This is an optimization exercise on Yosys and OpenROAD, whose aim is small area, a short achievable clock period and few clock cycles per item, not a production implementation.
In this exercise RTL edits were held to simulation tests only and were not proved equivalent to the original.
Power is estimated from default activity; no workload was simulated.

// interval_set_table_top
module interval_set_table_top (
  input  logic        clk,
  input  logic        rst,
  input  logic        in_valid,
  output logic        in_stall,
  input  logic [1:0]  cmd,
  input  logic [15:0] position,
  input  logic [16:0] fill_length,
  output logic        out_valid,
  input  logic        out_stall,
  output logic        is_member,
  output logic        table_full_error,
  output logic [4:0]  range_total
);
==> flow/config.mk <==
export PLATFORM = sky130hd
export DESIGN_NAME = interval_set_table_top
export DESIGN_NICKNAME = interval_set_table_top
export VERILOG_FILES = /design/flow/design.v
export SDC_FILE = /design/flow/constraint.sdc
export NUM_CORES = 4
export LEC_CHECK = 0
export CAP_MARGIN = 20
export CORE_MARGIN = 2
export CORE_UTILIZATION = 50
export SETUP_SLACK_MARGIN = 4.0
export SLEW_MARGIN = 20
export TNS_END_PERCENT = 5
==> flow/constraint.sdc <==
create_clock -name core_clock -period 6.5 [get_ports {clk}]
set_input_delay 1.3000 -clock core_clock [delete_from_list [all_inputs] [get_ports {clk}]]
set_output_delay 1.3000 -clock core_clock [all_outputs]
set_load 0.01 [all_outputs]
standard.sh (not shown) runs the stock make flow with config.mk's settings and CLKGATE_MAP_FILE= SYNTH_SCRIPT=/design/flow/synth_recipe.tcl, a recipe that flattens the netlist after the stock synthesis.
==> flow/flow/run.sh <==
#!/bin/bash
# Standard layout, with the resizer free to change a cell's footprint.
set -o pipefail
bash standard.sh MATCH_CELL_FOOTPRINT=0 finish > standard_flow.log 2>&1
Testbench counts at the start, summed over its fixed seeds: cycles 16,024, items 16,000.
==> next run, changes <==
==> flow/run.sh (new file) <==
#!/bin/bash
# synth_recipe.tcl (not shown) runs the flow's synth.tcl, then flattens the netlist and writes it again
# the make line also repeats each setting of config.mk as NAME=value (left out here)
make -C /OpenROAD-flow-scripts/flow DESIGN_CONFIG=/design/flow/config.mk WORK_HOME=/design/flow/orfs CLKGATE_MAP_FILE= SYNTH_SCRIPT=/design/flow/synth_recipe.tcl finish
CORE_UTILIZATION = 65   (was 50)
removed: flow/flow/run.sh
removed: flow/standard.sh
Outcome: Clock skew barely changes; utilization rises by 17 points; die area falls by about a fifth; synthesized cell count stays the same; first-iteration DRC count decreases by a little under a tenth; fmax shrinks by a few percent; worst setup slack got worse by 0.11 ns.
==> next run, changes <==
CORE_UTILIZATION = 50   (was 65)
What happened: Core utilization falls by 16 points; via count decreases slightly; global-route usage goes down by 7.0 points; fmax climbs by a few percent; wire length grows by a few percent; setup slack is better by 0.099 ns; cell area climbs slightly; power grows by a few percent.
==> next run, changes <==
==> flow/flow/run.sh (new file) <==
#!/bin/bash
# Standard layout, with the resizer free to change a cell's footprint.
set -o pipefail
bash standard.sh MATCH_CELL_FOOTPRINT=0 finish > standard_flow.log 2>&1
==> flow/standard.sh (new file) <==
#!/bin/bash
# synth_recipe.tcl (not shown) runs the flow's synth.tcl, then flattens the netlist and writes it again
# the make line also repeats each setting of config.mk as NAME=value (left out here)
make -C /OpenROAD-flow-scripts/flow DESIGN_CONFIG=/design/flow/config.mk WORK_HOME=/design/flow/orfs CLKGATE_MAP_FILE= SYNTH_SCRIPT=/design/flow/synth_recipe.tcl "${@:-finish}"
CORE_UTILIZATION = 65   (was 50)
removed: flow/run.sh
What happened:
- clock skew is lower by 0.012 ns
- first-iteration DRC count is lower by 1.1%
- cell area is lower by 3.3%
- critical path depth is lower by 1
- worst hold slack gets worse by 0.016 ns
- core utilization is higher by 15 points
- clock power is lower by 16%
- global-route usage is higher by 5.9 points
- power is lower by 7.3%
- cell count is lower by 7.2%

========
Setup of yarrow:
Another version of the RTL of interval_set_table_top (not shown whole).
Size: about 3700 cells after synthesis, ~780 flip-flops, about 48 I/O pins, about 0.043 mm^2 of cells after synthesis.
==> flow/config.mk <==
export PLATFORM = sky130hd
export DESIGN_NAME = interval_set_table_top
export DESIGN_NICKNAME = interval_set_table_top
export VERILOG_FILES = /design/flow/design.v
export SDC_FILE = /design/flow/constraint.sdc
export NUM_CORES = 4
export LEC_CHECK = 0
export CAP_MARGIN = 20
export CORE_MARGIN = 2
export CORE_UTILIZATION = 50
export CTS_BUF_LIST = sky130_fd_sc_hd__clkbuf_4 sky130_fd_sc_hd__clkbuf_8
export SETUP_SLACK_MARGIN = 4.0
export SLEW_MARGIN = 20
export TNS_END_PERCENT = 5
==> flow/constraint.sdc <==
create_clock -name core_clock -period 6.5 [get_ports {clk}]
set_input_delay 1.3000 -clock core_clock [delete_from_list [all_inputs] [get_ports {clk}]]
set_output_delay 1.3000 -clock core_clock [all_outputs]
set_load 0.01 [all_outputs]
==> flow/flow/run.sh <==
#!/bin/bash
# Standard layout, with the resizer free to change a cell's footprint.
set -o pipefail
bash standard.sh MATCH_CELL_FOOTPRINT=0 finish > standard_flow.log 2>&1
In summary, yarrow completed successfully, with a layout that passed the timing, DRC and antenna checks.
Testbench counts of yarrow, summed over its fixed seeds: cycles 16,720, items 16,000.
## Diff of input files: delta against yarrow
Settings: a change of TNS_END_PERCENT from 5 to 0; a deleted CTS_BUF_LIST that had been sky130_fd_sc_hd__clkbuf_4 sky130_fd_sc_hd__clkbuf_8.
Notes after the runs:
Storage element area came out lower on delta than on yarrow.
Diff yarrow and delta: deepest level of the CTS H-tree lower in delta
Of yarrow and delta, the lower power share of the sequential group belongs to delta.
Comparing yarrow and delta, the lower sequential share of layout area is on yarrow.
The run showing the smaller power spent charging and discharging nets is delta.
Looking at cell type of the slowest stage on the worst timing path, the sky130_fd_sc_hd__or4_4 result is from yarrow; the sky130_fd_sc_hd__edfxtp_1 one comes from delta.
yarrow -> delta: final RePlAce weighted congestion decreased slightly
Wire length went down by a few percent going from yarrow to delta.
## Diff of input files: garnet against delta
Settings: TNS_END_PERCENT now 5, was 0.
==> flow/run.sh (new file) <==
#!/bin/bash
# synth_recipe.tcl (not shown) runs the flow's synth.tcl, then flattens the netlist and writes it again
# the make line also repeats each setting of config.mk as NAME=value (left out here)
make -C /OpenROAD-flow-scripts/flow DESIGN_CONFIG=/design/flow/config.mk WORK_HOME=/design/flow/orfs CLKGATE_MAP_FILE= SYNTH_SCRIPT=/design/flow/synth_recipe.tcl finish
removed: flow/flow/run.sh
removed: flow/standard.sh
Notes after the runs:
garnet reports a higher utilization of the core after routing than delta does. garnet ended up with a higher routed length on met1 than delta did. Area added between synthesis and finish | garnet above delta. Of garnet and delta, the higher depth of the critical timing path with buffers and inverters included belongs to delta. garnet: combinational share of power is 1.2 points higher than what delta reported. For the internal power, garnet came in about 1.3% lower than delta did. STATUS normalized max-slew margin: garnet loses against delta. Taking delta as the reference, in garnet worst setup slack comparable; hold slack increased 18 ps; final critical-path share of the clock period was more or less identical.
Input-level comparison between cedar and garnet:
Settings: an added PLACE_DENSITY of 0.7; a change of SETUP_SLACK_MARGIN from 4.0 to 4.3.
==> flow/flow/run.sh (new file) <==
#!/bin/bash
# Standard layout, with the resizer free to change a cell's footprint.
set -o pipefail
bash standard.sh MATCH_CELL_FOOTPRINT=0 finish > standard_flow.log 2>&1
==> flow/standard.sh (new file) <==
#!/bin/bash
# synth_recipe.tcl (not shown) runs the flow's synth.tcl, then flattens the netlist and writes it again
# the make line also repeats each setting of config.mk as NAME=value (left out here)
make -C /OpenROAD-flow-scripts/flow DESIGN_CONFIG=/design/flow/config.mk WORK_HOME=/design/flow/orfs CLKGATE_MAP_FILE= SYNTH_SCRIPT=/design/flow/synth_recipe.tcl "${@:-finish}"
removed: flow/run.sh
Notes after the runs:
cedar was carried through to the last stage, and its layout satisfied the timing, DRC and antenna checks. Between garnet and cedar, the post-route cell area does not differ in any meaningful way. Relative to garnet, via count decreased by 1.4% in cedar. Comparing cedar and garnet, the higher clock-buffer cell count is on garnet. garnet has a higher slew of the pin with the lowest slew margin than cedar. Against garnet, cedar comes in 0.61% lower on non-clock buffer count. Compared to garnet, cedar has critical-path maximum fanout 8 higher. The final reports for cedar and garnet show smallest setup slack after layout lower in the former. Against garnet, cedar reports a fill cell total of the finished layout that is lower. Between cedar and garnet, the quantity of I/O buffers inserted on ports does not differ in any meaningful way. Taking garnet as the reference point, the switching power total of cedar falls by 1.9%.

## afterwards: timing with drivers on the ports
The flow's constraints put no driver on any port. The routed layouts listed below were extracted and timed again, unchanged, in two steps.
Step 1, drivers: a clkbuf_16 drives clk and a buf_2 each remaining input, both assumed.
Step 2 moves the port delays by t, midway between the first and last clock arrival at a register: inputs arrive t later, outputs are due t later. That takes back most of the time a late clock gives input paths.
Three values: no drivers, after step 1, after step 2; two values: the first two.
run | shift t [ns] | slack for setup (ns) | worst data-port slew with drivers (ns)
the first run of note 1 | 0.700 | 3.667 / 3.623 / 3.077 | 0.08
the second run of note 1 | 0.700 | 3.557 / 3.557 / 3.060 | 0.05
the third run of note 1 | 0.714 | 3.655 / 3.655 / 3.083 | 0.04
the fourth run of note 1 | 0.681 | 3.543 / 3.543 / 3.049 | 0.04
yarrow | 0.879 | 3.471 / 3.471 / 2.636 | 0.06
delta | 0.708 | 3.327 / 3.327 / 2.689 | 0.05
garnet | 0.733 | 3.327 / 3.327 / 2.738 | 0.05
cedar | 0.715 | 3.240 / 3.240 / 2.702 | 0.05
After both steps every run listed still meets setup and hold. For yarrow, which loses most, drivers alone change the setup slack by 0.000 ns; drivers and shift together by -0.835 ns.
